This design comes from an exercise in tuning for small area, a short achievable clock period and few clock cycles per item on the open sky130 flow, not from production work. In this exercise RTL edits were held to simulation tests only and were not proved equivalent to the original. No activity file was given, so power comes from the tool's default toggle rates.

==> design/flow/design.v <==
package bcu_pkg;
  localparam int unsigned CoefWidth   = 64;
  localparam int unsigned ArgWidth    = 8;
  localparam int unsigned StatusWidth = 2;
  typedef enum logic [StatusWidth-1:0] {
    StOk       = 2'd0,
    StRange    = 2'd1,
    StOverflow = 2'd2
  } status_e;
  function automatic logic [7:0] max_n(input logic [5:0] k);
    case (k)
      6'd12: max_n = 8'd218;
      6'd13: max_n = 8'd177;
      6'd14: max_n = 8'd150;
      6'd15: max_n = 8'd130;
      6'd16: max_n = 8'd116;
      6'd17: max_n = 8'd105;
      6'd18: max_n = 8'd97;
      6'd19: max_n = 8'd91;
      6'd20: max_n = 8'd86;
      6'd21: max_n = 8'd82;
      6'd22: max_n = 8'd78;
      6'd23: max_n = 8'd76;
      6'd24: max_n = 8'd74;
      6'd25: max_n = 8'd72;
      6'd26: max_n = 8'd71;
      6'd27: max_n = 8'd70;
      6'd28: max_n = 8'd69;
      6'd29: max_n = 8'd68;
      6'd30: max_n = 8'd68;
      6'd31: max_n = 8'd67;
      6'd32: max_n = 8'd67;
      6'd33: max_n = 8'd67;
      default: max_n = 8'd255;
    endcase
  endfunction
  function automatic logic [7:0] big_term(input logic [7:0] x);
    case (x)
      8'd0: big_term = 8'd0;
      8'd1: big_term = 8'd0;
      8'd2: big_term = 8'd0;
      8'd3: big_term = 8'd0;
      8'd4: big_term = 8'd0;
      8'd5: big_term = 8'd0;
      8'd6: big_term = 8'd0;
      8'd7: big_term = 8'd0;
      8'd8: big_term = 8'd0;
      8'd9: big_term = 8'd0;
      8'd10: big_term = 8'd0;
      8'd11: big_term = 8'd0;
      8'd12: big_term = 8'd0;
      8'd13: big_term = 8'd0;
      8'd14: big_term = 8'd0;
      8'd15: big_term = 8'd0;
      8'd16: big_term = 8'd0;
      8'd17: big_term = 8'd0;
      8'd18: big_term = 8'd0;
      8'd19: big_term = 8'd0;
      8'd20: big_term = 8'd0;
      8'd21: big_term = 8'd0;
      8'd22: big_term = 8'd0;
      8'd23: big_term = 8'd0;
      8'd24: big_term = 8'd0;
      8'd25: big_term = 8'd0;
      8'd26: big_term = 8'd0;
      8'd27: big_term = 8'd0;
      8'd28: big_term = 8'd0;
      8'd29: big_term = 8'd0;
      8'd30: big_term = 8'd0;
      8'd31: big_term = 8'd0;
      8'd32: big_term = 8'd0;
      8'd33: big_term = 8'd0;
      8'd34: big_term = 8'd0;
      8'd35: big_term = 8'd0;
      8'd36: big_term = 8'd0;
      8'd37: big_term = 8'd37;
      8'd38: big_term = 8'd37;
      8'd39: big_term = 8'd37;
      8'd40: big_term = 8'd37;
      8'd41: big_term = 8'd41;
      8'd42: big_term = 8'd41;
      8'd43: big_term = 8'd43;
      8'd44: big_term = 8'd43;
      8'd45: big_term = 8'd43;
      8'd46: big_term = 8'd43;
      8'd47: big_term = 8'd47;
      8'd48: big_term = 8'd47;
      8'd49: big_term = 8'd47;
      8'd50: big_term = 8'd47;
      8'd51: big_term = 8'd47;
      8'd52: big_term = 8'd47;
      8'd53: big_term = 8'd53;
      8'd54: big_term = 8'd53;
      8'd55: big_term = 8'd53;
      8'd56: big_term = 8'd53;
      8'd57: big_term = 8'd53;
      8'd58: big_term = 8'd53;
      8'd59: big_term = 8'd59;
      8'd60: big_term = 8'd59;
      8'd61: big_term = 8'd61;
      8'd62: big_term = 8'd61;
      8'd63: big_term = 8'd61;
      8'd64: big_term = 8'd61;
      8'd65: big_term = 8'd61;
      8'd66: big_term = 8'd61;
      8'd67: big_term = 8'd67;
      8'd68: big_term = 8'd67;
      8'd69: big_term = 8'd67;
      8'd70: big_term = 8'd67;
      8'd71: big_term = 8'd71;
      8'd72: big_term = 8'd71;
      8'd73: big_term = 8'd73;
      8'd74: big_term = 8'd74;
      8'd75: big_term = 8'd74;
      8'd76: big_term = 8'd74;
      8'd77: big_term = 8'd74;
      8'd78: big_term = 8'd74;
      8'd79: big_term = 8'd79;
      8'd80: big_term = 8'd79;
      8'd81: big_term = 8'd79;
      8'd82: big_term = 8'd82;
      8'd83: big_term = 8'd83;
      8'd84: big_term = 8'd83;
      8'd85: big_term = 8'd83;
      8'd86: big_term = 8'd86;
      8'd87: big_term = 8'd86;
      8'd88: big_term = 8'd86;
      8'd89: big_term = 8'd89;
      8'd90: big_term = 8'd89;
      8'd91: big_term = 8'd89;
      8'd92: big_term = 8'd89;
      8'd93: big_term = 8'd89;
      8'd94: big_term = 8'd94;
      8'd95: big_term = 8'd94;
      8'd96: big_term = 8'd94;
      8'd97: big_term = 8'd97;
      8'd98: big_term = 8'd97;
      8'd99: big_term = 8'd97;
      8'd100: big_term = 8'd97;
      8'd101: big_term = 8'd101;
      8'd102: big_term = 8'd101;
      8'd103: big_term = 8'd103;
      8'd104: big_term = 8'd103;
      8'd105: big_term = 8'd103;
      8'd106: big_term = 8'd106;
      8'd107: big_term = 8'd107;
      8'd108: big_term = 8'd107;
      8'd109: big_term = 8'd109;
      8'd110: big_term = 8'd109;
      8'd111: big_term = 8'd111;
      8'd112: big_term = 8'd111;
      8'd113: big_term = 8'd113;
      8'd114: big_term = 8'd113;
      8'd115: big_term = 8'd113;
      8'd116: big_term = 8'd113;
      8'd117: big_term = 8'd113;
      8'd118: big_term = 8'd118;
      8'd119: big_term = 8'd118;
      8'd120: big_term = 8'd118;
      8'd121: big_term = 8'd118;
      8'd122: big_term = 8'd122;
      8'd123: big_term = 8'd123;
      8'd124: big_term = 8'd123;
      8'd125: big_term = 8'd123;
      8'd126: big_term = 8'd123;
      8'd127: big_term = 8'd127;
      8'd128: big_term = 8'd127;
      8'd129: big_term = 8'd129;
      8'd130: big_term = 8'd129;
      8'd131: big_term = 8'd131;
      8'd132: big_term = 8'd131;
      8'd133: big_term = 8'd131;
      8'd134: big_term = 8'd134;
      8'd135: big_term = 8'd134;
      8'd136: big_term = 8'd134;
      8'd137: big_term = 8'd137;
      8'd138: big_term = 8'd137;
      8'd139: big_term = 8'd139;
      8'd140: big_term = 8'd139;
      8'd141: big_term = 8'd141;
      8'd142: big_term = 8'd142;
      8'd143: big_term = 8'd142;
      8'd144: big_term = 8'd142;
      8'd145: big_term = 8'd142;
      8'd146: big_term = 8'd146;
      8'd147: big_term = 8'd146;
      8'd148: big_term = 8'd148;
      8'd149: big_term = 8'd149;
      8'd150: big_term = 8'd149;
      8'd151: big_term = 8'd151;
      8'd152: big_term = 8'd151;
      8'd153: big_term = 8'd151;
      8'd154: big_term = 8'd151;
      8'd155: big_term = 8'd151;
      8'd156: big_term = 8'd151;
      8'd157: big_term = 8'd157;
      8'd158: big_term = 8'd158;
      8'd159: big_term = 8'd159;
      8'd160: big_term = 8'd159;
      8'd161: big_term = 8'd159;
      8'd162: big_term = 8'd159;
      8'd163: big_term = 8'd163;
      8'd164: big_term = 8'd164;
      8'd165: big_term = 8'd164;
      8'd166: big_term = 8'd166;
      8'd167: big_term = 8'd167;
      8'd168: big_term = 8'd167;
      8'd169: big_term = 8'd167;
      8'd170: big_term = 8'd167;
      8'd171: big_term = 8'd167;
      8'd172: big_term = 8'd172;
      8'd173: big_term = 8'd173;
      8'd174: big_term = 8'd173;
      8'd175: big_term = 8'd173;
      8'd176: big_term = 8'd173;
      8'd177: big_term = 8'd177;
      8'd178: big_term = 8'd178;
      8'd179: big_term = 8'd179;
      8'd180: big_term = 8'd179;
      8'd181: big_term = 8'd181;
      8'd182: big_term = 8'd181;
      8'd183: big_term = 8'd183;
      8'd184: big_term = 8'd183;
      8'd185: big_term = 8'd185;
      8'd186: big_term = 8'd185;
      8'd187: big_term = 8'd185;
      8'd188: big_term = 8'd188;
      8'd189: big_term = 8'd188;
      8'd190: big_term = 8'd188;
      8'd191: big_term = 8'd191;
      8'd192: big_term = 8'd191;
      8'd193: big_term = 8'd193;
      8'd194: big_term = 8'd194;
      8'd195: big_term = 8'd194;
      8'd196: big_term = 8'd194;
      8'd197: big_term = 8'd197;
      8'd198: big_term = 8'd197;
      8'd199: big_term = 8'd199;
      8'd200: big_term = 8'd199;
      8'd201: big_term = 8'd201;
      8'd202: big_term = 8'd202;
      8'd203: big_term = 8'd202;
      8'd204: big_term = 8'd202;
      8'd205: big_term = 8'd205;
      8'd206: big_term = 8'd206;
      8'd207: big_term = 8'd206;
      8'd208: big_term = 8'd206;
      8'd209: big_term = 8'd206;
      8'd210: big_term = 8'd206;
      8'd211: big_term = 8'd211;
      8'd212: big_term = 8'd212;
      8'd213: big_term = 8'd213;
      8'd214: big_term = 8'd214;
      8'd215: big_term = 8'd215;
      8'd216: big_term = 8'd215;
      8'd217: big_term = 8'd215;
      8'd218: big_term = 8'd218;
      8'd219: big_term = 8'd219;
      8'd220: big_term = 8'd219;
      8'd221: big_term = 8'd219;
      8'd222: big_term = 8'd222;
      8'd223: big_term = 8'd223;
      8'd224: big_term = 8'd223;
      8'd225: big_term = 8'd223;
      8'd226: big_term = 8'd226;
      8'd227: big_term = 8'd227;
      8'd228: big_term = 8'd227;
      8'd229: big_term = 8'd229;
      8'd230: big_term = 8'd229;
      8'd231: big_term = 8'd229;
      8'd232: big_term = 8'd229;
      8'd233: big_term = 8'd233;
      8'd234: big_term = 8'd233;
      8'd235: big_term = 8'd235;
      8'd236: big_term = 8'd236;
      8'd237: big_term = 8'd237;
      8'd238: big_term = 8'd237;
      8'd239: big_term = 8'd239;
      8'd240: big_term = 8'd239;
      8'd241: big_term = 8'd241;
      8'd242: big_term = 8'd241;
      8'd243: big_term = 8'd241;
      8'd244: big_term = 8'd244;
      8'd245: big_term = 8'd244;
      8'd246: big_term = 8'd246;
      8'd247: big_term = 8'd246;
      8'd248: big_term = 8'd246;
      8'd249: big_term = 8'd249;
      8'd250: big_term = 8'd249;
      8'd251: big_term = 8'd251;
      8'd252: big_term = 8'd251;
      8'd253: big_term = 8'd251;
      8'd254: big_term = 8'd254;
      8'd255: big_term = 8'd254;
      default: big_term = 8'd0;
    endcase
  endfunction
  function automatic logic [7:0] big_prime(input logic [7:0] m);
    case (m)
      8'd37: big_prime = 8'd37;
      8'd41: big_prime = 8'd41;
      8'd43: big_prime = 8'd43;
      8'd47: big_prime = 8'd47;
      8'd53: big_prime = 8'd53;
      8'd59: big_prime = 8'd59;
      8'd61: big_prime = 8'd61;
      8'd67: big_prime = 8'd67;
      8'd71: big_prime = 8'd71;
      8'd73: big_prime = 8'd73;
      8'd74: big_prime = 8'd37;
      8'd79: big_prime = 8'd79;
      8'd82: big_prime = 8'd41;
      8'd83: big_prime = 8'd83;
      8'd86: big_prime = 8'd43;
      8'd89: big_prime = 8'd89;
      8'd94: big_prime = 8'd47;
      8'd97: big_prime = 8'd97;
      8'd101: big_prime = 8'd101;
      8'd103: big_prime = 8'd103;
      8'd106: big_prime = 8'd53;
      8'd107: big_prime = 8'd107;
      8'd109: big_prime = 8'd109;
      8'd111: big_prime = 8'd37;
      8'd113: big_prime = 8'd113;
      8'd118: big_prime = 8'd59;
      8'd122: big_prime = 8'd61;
      8'd123: big_prime = 8'd41;
      8'd127: big_prime = 8'd127;
      8'd129: big_prime = 8'd43;
      8'd131: big_prime = 8'd131;
      8'd134: big_prime = 8'd67;
      8'd137: big_prime = 8'd137;
      8'd139: big_prime = 8'd139;
      8'd141: big_prime = 8'd47;
      8'd142: big_prime = 8'd71;
      8'd146: big_prime = 8'd73;
      8'd148: big_prime = 8'd37;
      8'd149: big_prime = 8'd149;
      8'd151: big_prime = 8'd151;
      8'd157: big_prime = 8'd157;
      8'd158: big_prime = 8'd79;
      8'd159: big_prime = 8'd53;
      8'd163: big_prime = 8'd163;
      8'd164: big_prime = 8'd41;
      8'd166: big_prime = 8'd83;
      8'd167: big_prime = 8'd167;
      8'd172: big_prime = 8'd43;
      8'd173: big_prime = 8'd173;
      8'd177: big_prime = 8'd59;
      8'd178: big_prime = 8'd89;
      8'd179: big_prime = 8'd179;
      8'd181: big_prime = 8'd181;
      8'd183: big_prime = 8'd61;
      8'd185: big_prime = 8'd37;
      8'd188: big_prime = 8'd47;
      8'd191: big_prime = 8'd191;
      8'd193: big_prime = 8'd193;
      8'd194: big_prime = 8'd97;
      8'd197: big_prime = 8'd197;
      8'd199: big_prime = 8'd199;
      8'd201: big_prime = 8'd67;
      8'd202: big_prime = 8'd101;
      8'd205: big_prime = 8'd41;
      8'd206: big_prime = 8'd103;
      8'd211: big_prime = 8'd211;
      8'd212: big_prime = 8'd53;
      8'd213: big_prime = 8'd71;
      8'd214: big_prime = 8'd107;
      8'd215: big_prime = 8'd43;
      8'd218: big_prime = 8'd109;
      8'd219: big_prime = 8'd73;
      8'd222: big_prime = 8'd37;
      8'd223: big_prime = 8'd223;
      8'd226: big_prime = 8'd113;
      8'd227: big_prime = 8'd227;
      8'd229: big_prime = 8'd229;
      8'd233: big_prime = 8'd233;
      8'd235: big_prime = 8'd47;
      8'd236: big_prime = 8'd59;
      8'd237: big_prime = 8'd79;
      8'd239: big_prime = 8'd239;
      8'd241: big_prime = 8'd241;
      8'd244: big_prime = 8'd61;
      8'd246: big_prime = 8'd41;
      8'd249: big_prime = 8'd83;
      8'd251: big_prime = 8'd251;
      8'd254: big_prime = 8'd127;
      default: big_prime = 8'd1;
    endcase
  endfunction
endpackage
module bcu_muldiv (
  input  logic [bcu_pkg::CoefWidth-1:0] value_i,
  input  logic [bcu_pkg::ArgWidth-1:0]  mul_i,
  output logic [bcu_pkg::CoefWidth-1:0] prod_o
);
  assign prod_o = value_i * bcu_pkg::CoefWidth'(mul_i);
endmodule
module binomial_coefficient_unit (
  input  logic                            clk_i,
  input  logic                            rst_ni,
  input  logic                            req_valid_i,
  output logic                            req_ready_o,
  input  logic [bcu_pkg::ArgWidth-1:0]    req_total_n_i,
  input  logic [bcu_pkg::ArgWidth-1:0]    req_choose_k_i,
  output logic                            rsp_valid_o,
  input  logic                            rsp_ready_i,
  output logic [bcu_pkg::CoefWidth-1:0]   rsp_coefficient_o,
  output logic [bcu_pkg::StatusWidth-1:0] rsp_status_o
);
  typedef enum logic [1:0] {
    StIdle = 2'd0,
    StRun  = 2'd1,
    StResp = 2'd2
  } state_e;
  state_e                         state_q, state_d;
  logic [7:0]                     n_q, n_d;       
  logic [5:0]                     k_q, k_d;       
  logic [7:0]                     lo_q, lo_d;     
  logic [7:0]                     x_q, x_d;       
  logic [9:0]                     used_q, used_d;  
  logic                           first_q, first_d;
  logic [7:0]                     f_q, f_d;       
  logic [bcu_pkg::CoefWidth-1:0]  coef_q, coef_d;
  bcu_pkg::status_e               status_q, status_d;
  logic       take;
  logic [7:0] rq_n, rq_k, rq_nk, rq_kp;
  logic       rq_range, rq_ovf;
  assign req_ready_o = (state_q == StIdle) || ((state_q == StResp) && rsp_ready_i);
  assign take        = req_valid_i && req_ready_o;
  always_comb begin
    rq_n     = req_total_n_i;
    rq_k     = req_choose_k_i;
    rq_nk    = rq_n - rq_k;
    rq_range = rq_k > rq_n;
    rq_kp    = (rq_k > rq_nk) ? rq_nk : rq_k;
    rq_ovf   = (rq_kp > 8'd33) || (rq_n > bcu_pkg::max_n(rq_kp[5:0]));
  end
  logic [2:0] e2, e3;
  logic [1:0] e5, e7, e11, e13;
  logic [4:0] e_hi;             
  logic [7:0] nk;
  function automatic logic lt(input logic [7:0] a, input logic [7:0] b);
    lt = a < b;
  endfunction
  function automatic logic [3:0] ones(input logic [7:0] a);
    ones = '0;
    for (int i = 0; i < 8; i++) ones = ones + 4'(a[i]);
  endfunction
  always_comb begin
    logic [7:0] kk;
    kk  = 8'(k_q);
    nk  = n_q - kk;
    e2  = 3'(ones(kk) + ones(nk) - ones(n_q));
    e3  = 3'(lt(n_q % 8'd3, kk % 8'd3)) + 3'(lt(n_q % 8'd9, kk % 8'd9))
        + 3'(lt(n_q % 8'd27, kk % 8'd27)) + 3'(lt(n_q % 8'd81, kk))
        + 3'(lt(n_q % 8'd243, kk));
    e5  = 2'(lt(n_q % 8'd5, kk % 8'd5)) + 2'(lt(n_q % 8'd25, kk % 8'd25))
        + 2'(lt(n_q % 8'd125, kk));
    e7  = 2'(lt(n_q % 8'd7, kk % 8'd7)) + 2'(lt(n_q % 8'd49, kk));
    e11 = 2'(lt(n_q % 8'd11, kk % 8'd11)) + 2'(lt(n_q % 8'd121, kk));
    e13 = 2'(lt(n_q % 8'd13, kk % 8'd13)) + 2'(lt(n_q % 8'd169, kk));
    e_hi = {lt(n_q % 8'd31, kk % 8'd31), lt(n_q % 8'd29, kk % 8'd29),
            lt(n_q % 8'd23, kk % 8'd23), lt(n_q % 8'd19, kk % 8'd19),
            lt(n_q % 8'd17, kk % 8'd17)};
  end
  logic [9:0] pend;
  logic [7:0] pval [10];
  always_comb begin
    pend[0] = (e3 != '0);
    pend[1] = (e5 != '0);
    pend[2] = (e7 != '0);
    pend[3] = (e11 != '0);
    pend[4] = (e13 != '0);
    pend[9:5] = e_hi;
    pend = pend & ~used_q;
    case (e3)
      3'd1: pval[0] = 8'd3;
      3'd2: pval[0] = 8'd9;
      3'd3: pval[0] = 8'd27;
      3'd4: pval[0] = 8'd81;
      default: pval[0] = 8'd243;
    endcase
    case (e5)
      2'd1: pval[1] = 8'd5;
      2'd2: pval[1] = 8'd25;
      default: pval[1] = 8'd125;
    endcase
    pval[2] = (e7 == 2'd1) ? 8'd7 : 8'd49;
    pval[3] = (e11 == 2'd1) ? 8'd11 : 8'd121;
    pval[4] = (e13 == 2'd1) ? 8'd13 : 8'd169;
    pval[5] = 8'd17;
    pval[6] = 8'd19;
    pval[7] = 8'd23;
    pval[8] = 8'd29;
    pval[9] = 8'd31;
  end
  logic [7:0] big_m;
  logic       have_big;
  logic       have_next;
  logic [7:0] next_f;
  logic [9:0] next_used;
  always_comb begin
    big_m     = bcu_pkg::big_term(x_q);
    have_big  = big_m > lo_q;
    have_next = have_big || (pend != '0);
    next_f    = bcu_pkg::big_prime(big_m);
    next_used = used_q;
    if (!have_big) begin
      next_f = 8'd1;
      for (int i = 9; i >= 0; i--) begin
        if (pend[i]) begin
          next_f    = pval[i];
          next_used = used_q | (10'd1 << i);
        end
      end
    end
  end
  logic [bcu_pkg::CoefWidth-1:0] prod;
  bcu_muldiv u_muldiv (
    .value_i(coef_q),
    .mul_i  (f_q),
    .prod_o (prod)
  );
  always_comb begin
    state_d  = state_q;
    n_d      = n_q;
    k_d      = k_q;
    lo_d     = lo_q;
    x_d      = x_q;
    used_d   = used_q;
    first_d  = first_q;
    f_d      = f_q;
    coef_d   = coef_q;
    status_d = status_q;
    case (state_q)
      StRun: begin
        if (first_q) begin
          coef_d = bcu_pkg::CoefWidth'(1) << e2;
        end else begin
          coef_d = prod;
        end
        first_d = 1'b0;
        f_d     = next_f;
        used_d  = next_used;
        if (have_big) begin
          x_d = big_m - 8'd1;
        end
        if (!have_next) begin
          state_d = StResp;
        end
      end
      StResp: begin
        if (rsp_ready_i) begin
          state_d = StIdle;
        end
      end
      StIdle: ;
      default: state_d = StIdle;
    endcase
    if (take) begin
      n_d     = rq_n;
      k_d     = rq_kp[5:0];
      lo_d    = rq_n - rq_kp;
      x_d     = rq_n;
      used_d  = '0;
      first_d = 1'b1;
      state_d = StResp;
      if (rq_range) begin
        status_d = bcu_pkg::StRange;
        coef_d   = '0;
      end else if (rq_ovf) begin
        status_d = bcu_pkg::StOverflow;
        coef_d   = '0;
      end else begin
        status_d = bcu_pkg::StOk;
        if (rq_kp == 8'd0) begin
          coef_d = bcu_pkg::CoefWidth'(1);
        end else if (rq_kp == 8'd1) begin
          coef_d = bcu_pkg::CoefWidth'(rq_n);
        end else begin
          state_d = StRun;
        end
      end
    end
  end
  always_ff @(posedge clk_i or negedge rst_ni) begin
    if (!rst_ni) begin
      state_q <= StIdle;
    end else begin
      state_q <= state_d;
    end
  end
  always_ff @(posedge clk_i) begin
    n_q      <= n_d;
    k_q      <= k_d;
    lo_q     <= lo_d;
    x_q      <= x_d;
    used_q   <= used_d;
    first_q  <= first_d;
    f_q      <= f_d;
    coef_q   <= coef_d;
    status_q <= status_d;
  end
  assign rsp_valid_o       = (state_q == StResp);
  assign rsp_coefficient_o = coef_q;
  assign rsp_status_o      = status_q;
endmodule
==> design/flow/constraint.sdc <==
create_clock -name core_clock -period 7.0 [get_ports {clk_i}]
set_input_delay 1.4000 -clock core_clock [delete_from_list [all_inputs] [get_ports {clk_i}]]
set_output_delay 1.4000 -clock core_clock [all_outputs]
set_load 0.01 [all_outputs]
==> design/flow/run.sh <==
#!/bin/bash
# synth_recipe.tcl (not shown) runs the flow's synth.tcl, then flattens the netlist and writes it again
# the make line also repeats each setting of config.mk as NAME=value (left out here)
make -C /OpenROAD-flow-scripts/flow DESIGN_CONFIG=/design/flow/config.mk WORK_HOME=/design/flow/orfs CLKGATE_MAP_FILE= SYNTH_SCRIPT=/design/flow/synth_recipe.tcl finish
==> design/flow/config.mk <==
export PLATFORM = sky130hd
export DESIGN_NAME = binomial_coefficient_unit
export DESIGN_NICKNAME = binomial_coefficient_unit
export VERILOG_FILES = /design/flow/design.v
export SDC_FILE = /design/flow/constraint.sdc
export NUM_CORES = 4
export LEC_CHECK = 0
export CAP_MARGIN = 20
export CORE_MARGIN = 2
export CORE_UTILIZATION = 40
export SLEW_MARGIN = 20
==> run notes <==
per-layer routing:
metal	up-vias	track usage
li1	21840	-
met2	1860	0.4615
met5	-	0
met3	306	0.03713
met1	22650	0.3859
met4	0	0.08759
state kept, by name (all words and copies together), names as in the netlist:
signal,cells
big_m,8
coef_q,64
f_q,7
first_q,1
k_q,6
lo_q,8
n_q,8
state_q,2
status_q,2
used_q,10
x_q,8
power by group through the flow:
stage / clock network, uW / registers [uW] / logic (uW)
detailed placement: 0 / 1060 / 16300
finish: 880 / 1040 / 18000
global placement: 0 / 1060 / 16100
global route: 921 / 1050 / 19600
CTS: 885 / 1040 / 16700
floorplan: 0 / 1040 / 10400
layout by cell type (no fill, tap or decap), drive strengths merged, types with 66 or more instances in the layout:
| master | n |
|---|---|
| a31oi | 84 |
| and2 | 242 |
| a21o | 110 |
| dfxtp | 83 |
| a211oi | 66 |
| nor2b | 70 |
| fa | 368 |
| nor3 | 127 |
| o21ai | 406 |
| a21oi | 403 |
| clkdlybuf4s50 | 78 |
| mux2i | 71 |
| nand2b | 80 |
| ha | 365 |
| nand2 | 753 |
| nor2 | 364 |
| buf | 772 |
| xor2 | 104 |
| xnor2 | 219 |
| nand3 | 143 |
| inv | 526 |
cell type report:
type,count,area (sq um),share of cell area
timing repair buffer,862,7286,0.1370
antenna,1,2.502,0.00004705
multi-input combinational,4916,38700,0.7276
inverter,522,1992,0.03745
clock buffer,17,425.4,0.007999
sequential,124,2884,0.05423
tap,1414,1769,0.03327
clock inverter,15,127.6,0.002400
final timing paths:
path / from / to / slack (ns) / cells after the start
setup / recovery: k_q[4]$_DFFE_PP_ / state_q[0]$_DFFE_PN0P_ / 0.13 / 32
hold / removal: used_q[8]$_SDFFE_PP0P_ / used_q[8]$_SDFFE_PP0P_ / 0.50 / 1
setup reg to reg: k_q[4]$_DFFE_PP_ / state_q[0]$_DFFE_PN0P_ / 0.13 / 32
hold reg to reg: used_q[8]$_SDFFE_PP0P_ / used_q[8]$_SDFFE_PP0P_ / 0.50 / 1
max in group asynchronous: rst_ni / state_q[0]$_DFFE_PN0P_ / 5.74 / 1
min in group asynchronous: rst_ni / state_q[1]$_DFFE_PN0P_ / 1.12 / 1
kinds of logic (layout without fill, tap and decap cells):
group,count (synthesis),count (layout),share of synthesized area
adders and majority gates,734,734,0.2716
other,0,1,0
and+or+nand+nor,2045,2045,0.2258
buffers and inverters,919,1416,0.08624
muxes,115,115,0.02823
AOI/OAI and AO/OA,1699,1699,0.2579
DFF,124,124,0.06556
xor gates and xnor gates,323,323,0.06467
timing repair:
action,CTS,global route
endpoints found under the setup margin,73,83
setup buffers,22,28
resized for setup,75,249
cloned,5,5
pin swaps,35,91
metrics by stage:
stage	cell area [sq um]	instances
finish	53180	7871
global route	53180	7870
CTS	51780	7838
detailed placement	50700	7780
global placement	50700	7780
floorplan	44390	5959
==> results.sh <==
export IMPL_worst_slew_margin_rel=0.2920
export IMPL_synth_top_area_share=0.1675
export IMPL_synthMostInstantiatedCell="nand2_1"
export IMPL_post_drt_via_cell_ratio=5.927
export IMPL_fin_ws_ns=0.1279
export IMPL_core_area_sq_mm=0.1090
export IMPL_cts_tree="built"
export IMPL_grt_pass1_wl_microns=255600
export IMPL_slowest_delay_ns=0.52
export IMPL_grt_usage=0.2826
export IMPL_power_leakage_uw=0.02418
export IMPL_wl_met1_microns=71070
export IMPL_tns_ns=0
export IMPL_power_internal_uw=9419
export IMPL_p_total_uw=19930
export IMPL_combPwrFrac=0.903
export IMPL_rsz0062_at_grt="true"
export IMPL_synthTopCellsByArea="fa_1 17%, ha_1 10%, nand2_1 6.4%"
export IMPL_drt_total_wl_microns=163500
export IMPL_critical_path_buf_inv_count=2
export IMPL_io_buffers=87
export IMPL_fillCellCount=10810
export IMPL_ys_warn_count=2
export IMPL_worst_pin_slew_ns=1.032
export IMPL_htreeDepth=4
export IMPL_antenna_found_initial=2
export IMPL_met3_length_microns=12260
export IMPL_pwr_share_seq=0.052
export IMPL_clock_sinks=124
export IMPL_antenna_left=0
export IMPL_fmax_mhz=145.5
export IMPL_dieArea_sq_mm=0.1126
export IMPL_grt_start_max_net_pins=92
export IMPL_clockRootBuffer="clkbuf_16"
export IMPL_fin_crit_ns=6.872
export IMPL_required_ns=7.35
export IMPL_fin_util=0.4879
export IMPL_die_x_microns=335.6
export IMPL_overflow=0
export IMPL_synthTopCellsByCount="751 x nand2_1, 518 x inv_1, 401 x a21oi_1, 387 x o21ai_0, 368 x fa_1"
export IMPL_path_delay_family="simple AND/OR/NAND/NOR gates"
export IMPL_swShare=0.5273
export IMPL_die_y_microns=335.6
export IMPL_switching_power_uw=10510
export IMPL_wl_per_cell_microns=20.77
export IMPL_clkPwrFrac=0.044
export IMPL_synth_top_area_cell="fa_1"
export IMPL_dpl_hpwl_microns=124000
export IMPL_setup_viol=0
export IMPL_final_max_slew_viol_count=0
export IMPL_status="complete, no violations"
export IMPL_grt_pass1_vias=45290
export IMPL_clkLatencyLatePin_ns=0.46
export IMPL_worst_setup_path_start_kind="flip-flop"
export IMPL_synth_cell_type_count=130
export IMPL_dr_total_vias=46650
export IMPL_drtIter0Drc=4536
export IMPL_floorplan_rows=121
export IMPL_powerDensity_mw_per_mm2=374.7
export IMPL_synthToLayoutAreaGrowth_pct=20.94
export IMPL_wl_met2_microns=74350
export IMPL_critPathMaxFanout=6
export IMPL_highest_layer="met4"
export IMPL_path_class="reg -> reg"
export IMPL_slowest_stage="or4_4"
export IMPL_synth_edf_count=39
export IMPL_drive_gt1_frac=0.1891
export IMPL_synth_seq_cells=124
export IMPL_io_pin_count=88
export IMPL_final_hold_violation_count=0
export IMPL_start_util=0.4034
export IMPL_cp_arrival_ns=7.22
export IMPL_ctsLongestPathBuffers=2
export IMPL_synth_area_sq_mm=0.04397
export IMPL_postCtsHoldBufs=0
export IMPL_seq_area_frac_synth=0.06556
export IMPL_cts_buffers=17
export IMPL_whs_ns=0.4951
export IMPL_synthCells=5959
export IMPL_synth_main_ff_cell="dfxtp_1"
export IMPL_dr_pass1_iters=6
export IMPL_preCtsSetupSlack_ns=-0.7551
export IMPL_syn_area_per_cell_sq_um=7.379
export IMPL_vdd_ir_drop_max_v=0.0006005
export IMPL_clk_pin_slew_ns=0.08
export IMPL_fin_worst_skew_ns=0.01538
export IMPL_cpMostUsedCell="nor2_4"
export IMPL_min_path_type="reg -> reg"
export IMPL_cp_end_kind="flip-flop"
export IMPL_drcViolationCount=0
export IMPL_syn_num_nets=6712
export IMPL_synthArstFlopShare=0.01613
export IMPL_layout_nets=7196
export IMPL_finalCritPeriodShare=0.9817
export IMPL_maxCapViolCount=0
export IMPL_gp_congestion=0.9854
Testbench counts, summed over its fixed seeds: cycles 7,508, requests 1,280.

-- port drivers added, routing unchanged --
In the flow no input, the clock included, has a driving cell. The finished layout below was timed again as built, in two steps.
Step 1 assumes that a clkbuf_16 drives the clock port and a buf_2 every other input.
Step 2 moves the port delays by t, midway between the first and last clock arrival at a register: inputs arrive t later, outputs are due t later. That takes back most of the time a late clock gives input paths.
a / b / c = ideal ports / drivers / drivers and shift; a / b = the first two.
t (ns): 0.513
setup WS [ns]: 0.128 / 0.128 / -0.311
slew at the worst register clock pin (ns): 0.08 / 0.08
Met with ideal ports but missed after step 2: setup timing in this run. For this run, drivers alone change the setup slack by 0.000 ns; drivers and shift together by -0.439 ns.
